Background: an optimization exercise with open tools, aiming at small area, a short achievable clock period and few clock cycles. Do not read the settings as production practice.
Only simulation tests tie the RTL to the original design; equivalence was not proved.
Power is estimated from default activity; no workload was simulated.

$ cat flow/config.mk
export PLATFORM = sky130hd
export DESIGN_NAME = palette_pixel_unpacker
export DESIGN_NICKNAME = palette_pixel_unpacker
export VERILOG_FILES = /design/flow/design.v
export SDC_FILE = /design/flow/constraint.sdc
export NUM_CORES = 8
export LEC_CHECK = 0
export ABC_AREA = 1
export ABC_CLOCK_PERIOD_IN_PS = 3000
export CAP_MARGIN = 20
export CORE_MARGIN = 2
export CORE_UTILIZATION = 55
export PLACE_DENSITY = 0.65
export SETUP_SLACK_MARGIN = 3.2
export SLEW_MARGIN = 20
export SYNTH_MEMORY_MAX_BITS = 16384
$ cat flow/constraint.sdc
create_clock -name core_clock -period 5.5 [get_ports {clk}]
set_input_delay 1.1000 -clock core_clock [delete_from_list [all_inputs] [get_ports {clk}]]
set_output_delay 1.1000 -clock core_clock [all_outputs]
set_load 0.01 [all_outputs]
$ cat flow/design.v
package ppu_pkg;
  localparam int CFG_DW       = 11;
  localparam int ADDRESS_BITS = 20;
  typedef enum logic [2:0] {
    REG_PIXEL_FORMAT = 3'd0,
    REG_ABGR_ORDER   = 3'd1,
    REG_IMAGE_WIDTH  = 3'd2,
    REG_IMAGE_HEIGHT = 3'd3,
    REG_ROW_STRIDE   = 3'd4
  } cfg_reg_t;
  localparam logic [2:0] FMT_1BPP   = 3'd0;
  localparam logic [2:0] FMT_4BPP   = 3'd1;
  localparam logic [2:0] FMT_8BPP   = 3'd2;
  localparam logic [2:0] FMT_RGB24  = 3'd3;
  localparam logic [2:0] FMT_RGBA32 = 3'd4;
  localparam logic [CFG_DW-1:0] DIM_MAX        = 11'd1024;
  localparam logic [CFG_DW-1:0] WIDTH_RST      = 11'd320;
  localparam logic [CFG_DW-1:0] HEIGHT_RST     = 11'd200;
  localparam logic [CFG_DW-1:0] STRIDE_RST     = 11'd320;
  localparam logic [31:0]       OPAQUE_ALPHA   = 32'hff000000;
  function automatic logic [CFG_DW-1:0] dim_limit(input logic [CFG_DW-1:0] v);
    dim_limit = ((v == '0) || (v > DIM_MAX)) ? DIM_MAX : v;
  endfunction
  function automatic logic [31:0] order_color(input logic [31:0] c, input logic abgr);
    order_color = abgr ? {c[31:24], c[7:0], c[15:8], c[23:16]} : c;
  endfunction
endpackage
module palette_pixel_unpacker #(
  parameter int PALETTE_DEPTH = 64
) (
  input  logic              clk,
  input  logic              rst_n,
  input  logic              cfg_we,
  input  logic [2:0]        cfg_index,
  input  logic [ppu_pkg::CFG_DW-1:0] cfg_data,
  input  logic              in_valid,
  output logic              in_ready,
  input  logic              in_mode,
  input  logic [7:0]        in_data_byte,
  input  logic [7:0]        in_palette_index,
  input  logic [31:0]       in_palette_color,
  output logic              out_valid,
  input  logic              out_ready,
  output logic [31:0]       out_pixel_value,
  output logic [ppu_pkg::ADDRESS_BITS-1:0] out_pixel_address,
  output logic              out_last_of_run,
  output logic              out_end_of_image
);
  localparam int AW = ppu_pkg::ADDRESS_BITS;
  localparam int K  = 8;           
  localparam int KB = 3;
  localparam int NR = 64 / K;      
  logic        f1, f4, f8, f24, f32, fidx, fdir;    
  logic        abgr_r;
  logic [10:0] stride_r;
  logic [9:0]  wlm1_r, hlm1_r;   
  logic [63:0][31:0] pal;
  logic [KB-1:0]     rot_r;
  logic [K-1:0]      r1_oh;      
  logic        in_ready_r;
  logic        h_vld, h_pw;
  logic [5:0]  h_idx;
  logic [31:0] h_dat;
  logic          wb_vld, wb_land;
  logic          wb_act;     
  logic [5:0]    wb_idx;
  logic [31:0]   wb_dat;
  logic [NR-1:0] wb_ring, wb_keep;    
  logic [1:0]  phase_r;
  logic        dcomp;        
  logic [23:0] partial_r;
  logic          u_vld, u_byp, u_zero, u_last;
  logic [2:0]    u_cnt;
  logic [5:0]    u_idx;
  logic [6:0]    u_rest;
  logic [NR-1:0] u_ring;     
  logic [K-1:0]  u_place;    
  logic [9:0]    col_r, row_r;
  logic [10:0]   colp1_r, rowp1_r;    
  logic [AW-1:0] base_r;
  logic          col_end, row_end;
  logic          wl0_r, hl0_r;   
  logic          o_vld, o_last, o_eoi;
  logic [31:0]   o_pix;
  logic [AW-1:0] o_addr;
  logic o_take, u_issue, u_free, dload, o_load;
  logic in_acc, in_item, h_go, i_go, h_load, e_vld, h_to_wb, wb_free;
  logic [7:0] e_byte;
  logic u_vld_nx, h_vld_nx, h_pw_nx, wb_vld_nx;
  logic [5:0] h_idx_nx, wb_idx_nx;
  assign wb_free = !wb_vld || wb_land;
  assign o_take  = !o_vld || out_ready;
  assign u_issue = u_vld && o_take;
  assign u_free  = !u_vld || (u_last && o_take);
  assign in_acc  = in_valid && in_ready_r;
  assign in_item = in_acc && (in_mode ? (in_palette_index[7:6] == 2'b00) : (fidx || fdir));
  assign h_go    = h_vld && (h_pw ? wb_free :
                             (fidx ? u_free : (!dcomp || o_take)));
  assign i_go    = in_item && !in_mode && (!h_vld || (h_pw && h_go)) &&
                   (fidx ? u_free : (!dcomp || o_take));
  assign h_load  = in_item && !i_go;
  assign h_to_wb = h_vld && h_pw && h_go;
  assign e_vld   = (h_vld && !h_pw && h_go) || i_go;
  assign e_byte  = (h_vld && !h_pw) ? h_dat[7:0] : in_data_byte;
  logic dl_pre;
  assign dl_pre  = fdir && dcomp &&
                   ((h_vld && !h_pw) ||
                    (in_item && !in_mode && (!h_vld || (h_pw && wb_free))));
  assign dload   = o_take && dl_pre;
  assign o_load  = o_take && (u_vld || dl_pre);
  assign h_vld_nx  = h_load || (h_vld && !h_go);
  assign h_pw_nx   = h_load ? in_mode : h_pw;
  assign h_idx_nx  = h_load ? in_palette_index[5:0] : h_idx;
  assign wb_vld_nx = h_to_wb || (wb_vld && !wb_land);
  assign wb_idx_nx = h_to_wb ? h_idx : wb_idx;
  assign u_vld_nx  = (e_vld && fidx) || (u_vld && !(u_issue && u_last));
  logic land_nx, land_h, land_w;
  logic [KB-1:0] rot2;
  assign rot2    = KB'(rot_r + KB'(2));
  logic act_nx;
  assign act_nx  = h_to_wb ? u_free : (wb_act || u_free);
  assign land_h  = u_free && (h_idx[KB-1:0] == rot2);
  assign land_w  = wb_vld && !wb_land && (wb_act || u_free) && (wb_idx[KB-1:0] == rot2);
  assign land_nx = h_to_wb ? land_h : land_w;
  always_ff @(posedge clk) begin
    if (!rst_n) begin
      in_ready_r <= 1'b1;
      h_vld      <= 1'b0;
      wb_vld     <= 1'b0;
      wb_act     <= 1'b0;
      wb_land    <= 1'b0;
      wb_ring    <= '0;
      wb_keep    <= '1;
      rot_r      <= '0;
      r1_oh      <= K'(2);
    end else begin
      h_vld      <= h_vld_nx;
      wb_vld     <= wb_vld_nx;
      wb_act     <= act_nx;
      wb_land    <= land_nx;
      for (int m = 0; m < NR; m++) begin
        wb_ring[m] <= h_to_wb ? (land_h && (h_idx[5:KB] == (6-KB)'(m)))
                              : (land_w && (wb_idx[5:KB] == (6-KB)'(m)));
        wb_keep[m] <= h_to_wb ? !(land_h && (h_idx[5:KB] == (6-KB)'(m)))
                              : !(land_w && (wb_idx[5:KB] == (6-KB)'(m)));
      end
      rot_r      <= rot_r + KB'(1);
      r1_oh      <= {r1_oh[K-2:0], r1_oh[K-1]};
      in_ready_r <= !h_vld_nx || (h_pw_nx ? (!wb_vld_nx || land_nx) : (fidx && !u_vld_nx));
    end
  end
  always_ff @(posedge clk) begin
    if (h_load) begin
      h_pw  <= in_mode;
      h_idx <= in_palette_index[5:0];
      h_dat <= in_mode ? in_palette_color : {24'h0, in_data_byte};
    end
  end
  always_ff @(posedge clk) begin
    if (h_to_wb) begin
      wb_idx <= h_idx;
      wb_dat <= h_dat;
    end
  end
  always_ff @(posedge clk) begin
    for (int m = 0; m < NR; m++) begin
      for (int p = 1; p < K; p++) pal[m*K+p] <= pal[m*K+p-1];
      pal[m*K] <= ({32{wb_ring[m]}} & wb_dat) | ({32{wb_keep[m]}} & pal[m*K+K-1]);
    end
  end
  function automatic logic [9:0] last_index(input logic [10:0] v);
    last_index = ((v == '0) || (v > ppu_pkg::DIM_MAX)) ? 10'd1023 : 10'(v - 11'd1);
  endfunction
  logic [9:0] cfg_li;
  logic       cfg_fmt, cfg_w, cfg_h;
  assign cfg_li  = last_index(cfg_data);
  logic cfg_spec;
  assign cfg_spec = (cfg_data == '0) || (cfg_data > ppu_pkg::DIM_MAX);
  assign cfg_fmt = cfg_we && (cfg_index == 3'd0);
  assign cfg_w   = cfg_we && (cfg_index == 3'd2);
  assign cfg_h   = cfg_we && (cfg_index == 3'd3);
  always_ff @(posedge clk) begin
    if (!rst_n) begin
      f1       <= 1'b0;
      f4       <= 1'b0;
      f8       <= 1'b1;
      f24      <= 1'b0;
      f32      <= 1'b0;
      fidx     <= 1'b1;
      fdir     <= 1'b0;
      abgr_r   <= 1'b0;
      wlm1_r   <= 10'(ppu_pkg::WIDTH_RST - 11'd2);
      hlm1_r   <= 10'(ppu_pkg::HEIGHT_RST - 11'd2);
      wl0_r    <= 1'b0;
      hl0_r    <= 1'b0;
      stride_r <= ppu_pkg::STRIDE_RST;
      phase_r  <= '0;
      dcomp    <= 1'b0;
    end else begin
      if (cfg_fmt) begin
        f1      <= (cfg_data[2:0] == ppu_pkg::FMT_1BPP);
        f4      <= (cfg_data[2:0] == ppu_pkg::FMT_4BPP);
        f8      <= (cfg_data[2:0] == ppu_pkg::FMT_8BPP);
        f24     <= (cfg_data[2:0] == ppu_pkg::FMT_RGB24);
        f32     <= (cfg_data[2:0] == ppu_pkg::FMT_RGBA32);
        fidx    <= (cfg_data[2:0] <= ppu_pkg::FMT_8BPP);
        fdir    <= (cfg_data[2:0] == ppu_pkg::FMT_RGB24) || (cfg_data[2:0] == ppu_pkg::FMT_RGBA32);
        phase_r <= '0;
        dcomp   <= 1'b0;
      end else if (e_vld && fdir) begin
        phase_r <= dcomp ? 2'd0 : phase_r + 2'd1;
        dcomp   <= !dcomp && (f24 ? (phase_r == 2'd1) : (phase_r == 2'd2));
      end
      if (cfg_we && (cfg_index == 3'd1)) abgr_r <= cfg_data[0];
      if (cfg_w) begin
        wlm1_r <= cfg_spec ? 10'd1022 : 10'(cfg_data - 11'd2);
        wl0_r  <= (cfg_li == '0);
      end
      if (cfg_h) begin
        hlm1_r <= cfg_spec ? 10'd1022 : 10'(cfg_data - 11'd2);
        hl0_r  <= (cfg_li == '0);
      end
      if (cfg_we && (cfg_index == 3'd4)) stride_r <= cfg_data;
    end
  end
  always_ff @(posedge clk) begin
    if (e_vld && fdir && !dcomp) begin
      case (phase_r)
        2'd0:    partial_r[23:16] <= e_byte;
        2'd1:    partial_r[15:8]  <= e_byte;
        default: partial_r[7:0]   <= e_byte;
      endcase
    end
  end
  logic          u_ld, u_adv, zero_ld, zero_nx, byp_nx;
  logic [5:0]    idx_ld, idx_sh, idx_nx;
  logic [K-1:0]  jd_ld, jd_sh;
  logic [NR-1:0] rg_ld, rg_sh, rg_hold;
  logic [K-1:0]  po_ld, po_sh, po_hold;
  assign u_ld    = e_vld && fidx;
  assign u_adv   = u_issue && !u_last;
  assign idx_ld  = f1 ? {5'b0, e_byte[7]} : (f4 ? {2'b0, e_byte[7:4]} : e_byte[5:0]);
  assign idx_sh  = f1 ? {5'b0, u_rest[6]} : {2'b0, u_rest[6:3]};
  assign zero_ld = f8 && (e_byte[7:6] != 2'b00);
  assign idx_nx  = u_ld ? idx_ld : (u_adv ? idx_sh : u_idx);
  assign zero_nx = u_ld ? zero_ld : (!u_adv && u_zero);
  logic wkeep, byp_l, byp_s, byp_u;
  assign wkeep  = wb_vld && !wb_land;
  assign byp_l  = h_to_wb ? (idx_ld == h_idx) : (wkeep && (idx_ld == wb_idx));
  assign byp_s  = !h_to_wb && wkeep && wb_act && (idx_sh == wb_idx);
  assign byp_u  = !h_to_wb && wkeep && wb_act && (u_idx  == wb_idx);
  assign byp_nx = u_ld ? (!zero_ld && byp_l) : (u_adv ? byp_s : (!u_zero && byp_u));
  assign jd_ld   = f1 ? (e_byte[7] ? K'(2) : K'(1)) :
                   (f4 ? (K'(1) << e_byte[6:4]) : (K'(1) << e_byte[2:0]));
  assign jd_sh   = f1 ? (u_rest[6] ? K'(2) : K'(1)) : (K'(1) << u_rest[5:3]);
  assign po_hold = {u_place[K-2:0], u_place[K-1]};
  always_comb begin
    for (int m = 0; m < NR; m++) begin
      rg_ld[m] = !zero_ld && (idx_ld[5:KB] == (6-KB)'(m));
      rg_sh[m] = (idx_sh[5:KB] == (6-KB)'(m));
      rg_hold[m] = !u_zero && (u_idx[5:KB] == (6-KB)'(m));
    end
    po_ld = '0;
    po_sh = '0;
    for (int p = 0; p < K; p++) begin
      for (int k = 0; k < K; k++) begin
        po_ld[p] = po_ld[p] | (r1_oh[k] & jd_ld[(k - p) & (K - 1)]);
        po_sh[p] = po_sh[p] | (r1_oh[k] & jd_sh[(k - p) & (K - 1)]);
      end
    end
  end
  always_ff @(posedge clk) begin
    if (!rst_n) begin
      u_vld <= 1'b0;
    end else begin
      u_vld <= u_vld_nx;
    end
  end
  always_ff @(posedge clk) begin
    u_idx   <= idx_nx;
    u_zero  <= zero_nx;
    u_byp   <= fidx && byp_nx;
    u_ring  <= {NR{fidx && !byp_nx}} & (u_ld ? rg_ld : (u_adv ? rg_sh : rg_hold));
    u_place <= u_ld ? po_ld : (u_adv ? po_sh : po_hold);
    if (u_ld) begin
      u_last <= f8;
      u_cnt  <= f1 ? 3'd7 : (f4 ? 3'd1 : 3'd0);
      u_rest <= f1 ? e_byte[6:0] : {e_byte[3:0], 3'b000};
    end else if (u_issue) begin
      u_last <= (u_cnt == 3'd1);
      u_cnt  <= u_cnt - 3'd1;
      u_rest <= f1 ? {u_rest[5:0], 1'b0} : {u_rest[2:0], 4'h0};
    end
  end
  logic [31:0] pal_rd;
  logic [NR-1:0][31:0] ring_rd;
  always_comb begin
    for (int m = 0; m < NR; m++) begin
      ring_rd[m] = '0;
      for (int p = 0; p < K; p++) begin
        ring_rd[m] = ring_rd[m] | ({32{u_place[p]}} & pal[m*K+p]);
      end
    end
    pal_rd = {32{u_byp}} & wb_dat;
    for (int m = 0; m < NR; m++) begin
      pal_rd = pal_rd | ({32{u_ring[m]}} & ring_rd[m]);
    end
  end
  logic [31:0] dval, pix_nx;
  assign dval = ppu_pkg::order_color(f24 ? {8'hff, partial_r[23:8], e_byte} : {e_byte, partial_r},
                                     abgr_r);
  logic s_u, s_us, s_d, s_h;
  assign s_u  = o_take && (u_vld && !abgr_r);
  assign s_us = o_take && (u_vld && abgr_r);
  assign s_d  = o_take && dl_pre;
  assign s_h  = !o_take || !(u_vld || dl_pre);
  assign pix_nx = ({32{s_u}}  & pal_rd) |
                  ({32{s_us}} & {pal_rd[31:24], pal_rd[7:0], pal_rd[15:8], pal_rd[23:16]}) |
                  ({32{s_d}}  & dval) |
                  ({32{s_h}}  & o_pix);
  always_ff @(posedge clk) begin
    o_pix <= pix_nx;
  end
  always_ff @(posedge clk) begin
    if (!rst_n) begin
      col_r   <= '0;
      row_r   <= '0;
      colp1_r <= 11'd1;
      rowp1_r <= 11'd1;
      base_r  <= '0;
      col_end <= 1'b0;
      row_end <= 1'b0;
      o_vld   <= 1'b0;
    end else begin
      if (o_load) begin
        o_vld <= 1'b1;
        if (col_end) begin
          col_r   <= '0;
          colp1_r <= 11'd1;
          col_end <= wl0_r;
          if (row_end) begin
            row_r   <= '0;
            rowp1_r <= 11'd1;
            row_end <= hl0_r;
            base_r  <= '0;
          end else begin
            row_r   <= rowp1_r[9:0];
            rowp1_r <= rowp1_r + 11'd1;
            row_end <= (row_r == hlm1_r);
            base_r  <= base_r + AW'(stride_r);
          end
        end else begin
          col_r   <= colp1_r[9:0];
          colp1_r <= colp1_r + 11'd1;
          col_end <= (col_r == wlm1_r);
        end
      end else if (out_ready) begin
        o_vld <= 1'b0;
      end
      if (cfg_w) col_end <= cfg_spec ? (&col_r) : (colp1_r >= cfg_data);
      if (cfg_h) row_end <= cfg_spec ? (&row_r) : (rowp1_r >= cfg_data);
    end
  end
  logic [AW-1:0] addr_nx;
  assign addr_nx = base_r + AW'(col_r);
  always_ff @(posedge clk) begin
    o_addr <= ({AW{u_issue}} & addr_nx) | ({AW{dload}} & addr_nx) | ({AW{s_h}} & o_addr);
    o_last <= (u_issue & u_last) | dload | (s_h & o_last);
    o_eoi  <= (u_issue & col_end & row_end) | (dload & col_end & row_end) | (s_h & o_eoi);
  end
  assign in_ready          = in_ready_r;
  assign out_valid         = o_vld;
  assign out_pixel_value   = o_pix;
  assign out_pixel_address = o_addr;
  assign out_last_of_run   = o_last;
  assign out_end_of_image  = o_eoi;
endmodule
$ cat flow/flow/run.sh
#!/bin/bash
# Layout: the standard flow (standard.sh, unchanged synthesis, floorplan,
# power grid and tap cells) with two changes made through ORFS variables:
#  - every input and output port still gets a buffer, but a buf_4 instead of
#    the default (a slow delay cell);
#  - clock tree: sink clusters of up to 25 sinks within 80 um, no dummy loads.
# ORFS writes each step's full log under orfs/logs; make's own output goes to
# standard.log.
set -euo pipefail
bash standard.sh \
  'BUFFER_PORTS_ARGS=-buffer_cell sky130_fd_sc_hd__buf_4' \
  'CTS_ARGS=-sink_clustering_enable -repair_clock_nets -dont_use_dummy_load -sink_clustering_size 25 -sink_clustering_max_diameter 80' \
  finish > standard.log 2>&1
$ cat flow/standard.sh
#!/bin/bash
# synth_recipe.tcl (not shown) runs the flow's synth.tcl, then flattens the netlist and writes it again
# the make line also repeats each setting of config.mk as NAME=value (left out here)
make -C /OpenROAD-flow-scripts/flow DESIGN_CONFIG=/design/flow/config.mk WORK_HOME=/design/flow/orfs CLKGATE_MAP_FILE= SYNTH_SCRIPT=/design/flow/synth_recipe.tcl "${@:-finish}"
==> notes.md <==
-- metal layers --
metal / GRT usage, % / vias up / part of all wire (%) / routed length, µm
met1: 44.2 / 26600 / 44 / 96800
met5: 0 / - / 0.011 / 24
li1: - / 26200 / - / -
met2: 47.2 / 2284 / 44 / 95400
met3: 4.51 / 376 / 8.6 / 18800
met4: 11.3 / 4 / 3.7 / 8090
-- power by group through the flow --
stage	clock [mW]	combinational [mW]	sequential, mW
after detailed placement	0	5.82	18.9
after CTS	8.89	6.44	18.5
after global routing	9.50	7.19	18.5
after global placement	0	5.79	18.9
final	8.76	6.79	18.5
after floorplan	0	3.57	18.4
-- layout make-up --
type	instances	area [µm²]
clock buffers	111	2780
repair inverters	1	5.00
repair buffers	251	2860
well taps	1781	2230
diodes	2	5.00
inverters	354	1400
fillers	11500	53100
flip-flops and latches	2379	49000
multi-input cells	4818	23600
-- cells in the final DEF, fill, tap and decap left out, drive strengths merged, types with 75 or more instances in the layout --
cell,n
nand2,2680
dfxtp,2262
o21ai,526
inv,335
nand4,265
a21oi,259
nor2,258
buf,239
a221oi,206
nand3,192
clkbuf,119
edfxtp,117
o22ai,75
-- path summary, 6_finish.rpt --
kind	startpoint	slack, ps	to	depth (start not counted)
hold / removal	pal[187]	280	pal[219]	0
hold reg to reg	pal[187]	280	pal[219]	0
setup reg to reg	u_ring[0]	3200	o_pix[13]	7
setup / recovery	o_pix[7]	3150	out_pixel_value[7]	1
-- cells by family (layout without fill, tap and decap cells) --
family	count (synthesis)	count (layout)
simple gates	3467	3468
flops	2379	2379
compound gates	1240	1240
buf+inv	737	717
fa+ha+maj	60	60
xor+xnor	50	50
other cells	0	2
-- per-stage QoR --
stage | power [mW] | std cells | hold WS (ps)
after floorplan | 21.9 | 7933 | 331
after global placement | 24.7 | 9519 | 332
after detailed placement | 24.7 | 9520 | 335
after CTS | 33.8 | 9660 | 274
after global routing | 35.2 | 9695 | 293
final | 34.1 | 9697 | 281
-- flip-flops by register name, indices dropped and copies added, names as in the netlist, 10 cells and up --
register / cells
partial_r: 24
wlm1_r: 10
wb_dat: 32
row_r: 10
base_r: 20
colp1_r: 11
rowp1_r: 11
o_pix: 32
o_addr: 20
pal: 2048
hlm1_r: 10
h_dat: 32
col_r: 10
stride_r: 11
-- what timing repair did --
item,4_1_cts,5_1_grt
cloned,7,8
setup buffers,22,27
hold buffers,0,0
endpoints found under the setup margin,293,207
pin swaps,4,9
resized for setup,192,96
==> notes.md <==
- Critical-path top delay cell: dfxtp_4
- Post-synth EDFFs: roughly 120
- Internal: between 20 and 25 mW
- Initial drt markers: 5,870
- Num ports: ~120
- Clock-pin slew of the registers on the worst-case setup and hold paths: around 100 ps
- Initial core utilization: 55.3%
- Cells along the critical path: buf_6
- Pins Over Slew Limit: 0
- Post-synthesis mux area share: 0%
- VDD IR-drop max: 0.462 mV
- Post-Synthesis Cells: 7,933
- Largest net degree at the start of global routing: about 110
- Setup_tns: 0 ps
- Final setup vio count: 0
- CTS tree: done
- Vias per inst: 5.72
- Synth warn: 1
- CP delay by family, top: flip-flops
- FF+latch count, synth: 2,379
- Initial antenna violation count: 8
- Post-synthesis sequential area ratio: 65.4%
- Top area cells in the synthesized netlist: dfxtp_1, nand2_1, edfxtp_1, o21ai_0, a221oi_1
- Unique masters post-synth: 54
- Max_slew headroom: between 20 and 25%
- Power per cell area: 416 mW/mm²
- Post-Syn Nets: a little over 8,000
- Switch Pwr: approximately 11 mW
- Final worst setup slack: 3150 ps
- IO buf count: 123
- Die width: 372 µm
- Max FO, Critical Path: 2
- Crit path largest cell delay: 390 ps
- First-pass GRT wire length: 323,000 µm
- P&R area growth vs syn: 9.74%
- Share of layout cells above drive strength 1: 7.66%
- Design area: ~0.08 mm²
- GPL Wtd Cong: 0.937
- Final hold vios: 0
- Critical Path AT: 1250 ps
- Leakage: approximately 34 nW
- Core ar.: between 0.1 and 0.15 mm²
- Number of buffers created by CTS: approximately 110
- HP Class: flip-flop to flip-flop
- CTS sink cnt: ~2,400
- Synthesized cell area: 0.0746 mm²
- Final core utilization: around three fifths
- Dominant cell by count in the synthesized netlist: nand2_1
- Residual DRC count: 0
- Die area: approximately 0.14 mm²
- Tcrit/Tclk final: 42.6%
- Post-route ant nets: 0
- TritonRoute pass-1 iters: 6
- Max Clock Skew: roughly 90 ps
- Setup WS pre-CTS: approximately 1400 ps
- Remaining global-route overflow: 0
- Worst Tran Pin Value: 1160 ps
- Sequential power share: 54.3%
- Die span in y: 372 µm
- CP bufs+invs: 1
- Worst-Skew Late Latency: 790 ps
- Yosys top cell area share: between 60% and 70%
- Drt total wl: 219,000 µm
- Compound-gate portion of the synthesized area: 10.2%
- Detailed Place HPWL: approximately 120,000 µm
- Max_cap viols: 0
- Synth Area in XOR/XNOR: 0.587%
- Crit path capture type: primary output
- Vias in the first global route: 52,200
- Sw frac: 31.4%
- NumNets Final: 8,044
- Clock power share: 25.7%
- Top post-synthesis cells by count: nand2_1, dfxtp_1, o21ai_0
- Comb pwr share: 19.9%
- Syn Area/Cell: 9.40 µm²
- Adder-cell share of the synthesized area: 1.03%
- Placed standard-cell area: ~0.077 mm²
- Post-synthesis simple-gate area fraction: 19.0%
- Clock buffer depth: 3
- Status: complete, no violations
- Clock H-tree levels: 3
- Root Buffer: clkbuf_16
- Main combinational cell family by area after synthesis: simple AND/OR/NAND/NOR gates
- Fmax: 426 MHz
- GR Util All Layers: between 30% and 40%
- WP data required: 4400 ps
- Asr flop ratio synth: 0%
- Via count: around 55,000
- Most common flop cell mapped by yosys: dfxtp_1
- RSZ-0062 raised after global routing: yes
- WL/cell: 22.6 µm
- Cell taking the most area after synthesis: dfxtp_1
- Crit path kind: flip-flop to primary output
- Crit start category: flip-flop
- Fin crit period: 2350 ps
- Row cnt: 135
Testbench counts, summed over its fixed seeds: cycles 10,521.

-- separate check: timing with driven ports --
No port has a modelled driver above. Below, the same layout with a new extraction and two added sets of constraints.
Step 1 (the two cells are an assumption about what drives the block):
set clk [get_ports {clk}]
set_driving_cell -lib_cell sky130_fd_sc_hd__clkbuf_16 $clk
set_driving_cell -lib_cell sky130_fd_sc_hd__buf_2 [delete_from_list [all_inputs] $clk]
Step 2 times the ports against the registers' clock, not the clock port: input delays grow and output delays shrink by t, the midpoint of the rising clock arrivals with the driver on.
a / b / c = no drivers / after step 1 / after step 2; a / b = the first two.
t, ns: 0.821
setup WS [ns]: 3.155 / 3.071 / 2.395
hold slack, ns: 0.281 / 0.281 / 0.281
worst setup path at the end: input to register
After both steps setup and hold are still met in this run. The setup slack of this run moves by -0.084 ns with the drivers and by -0.760 ns with both steps.
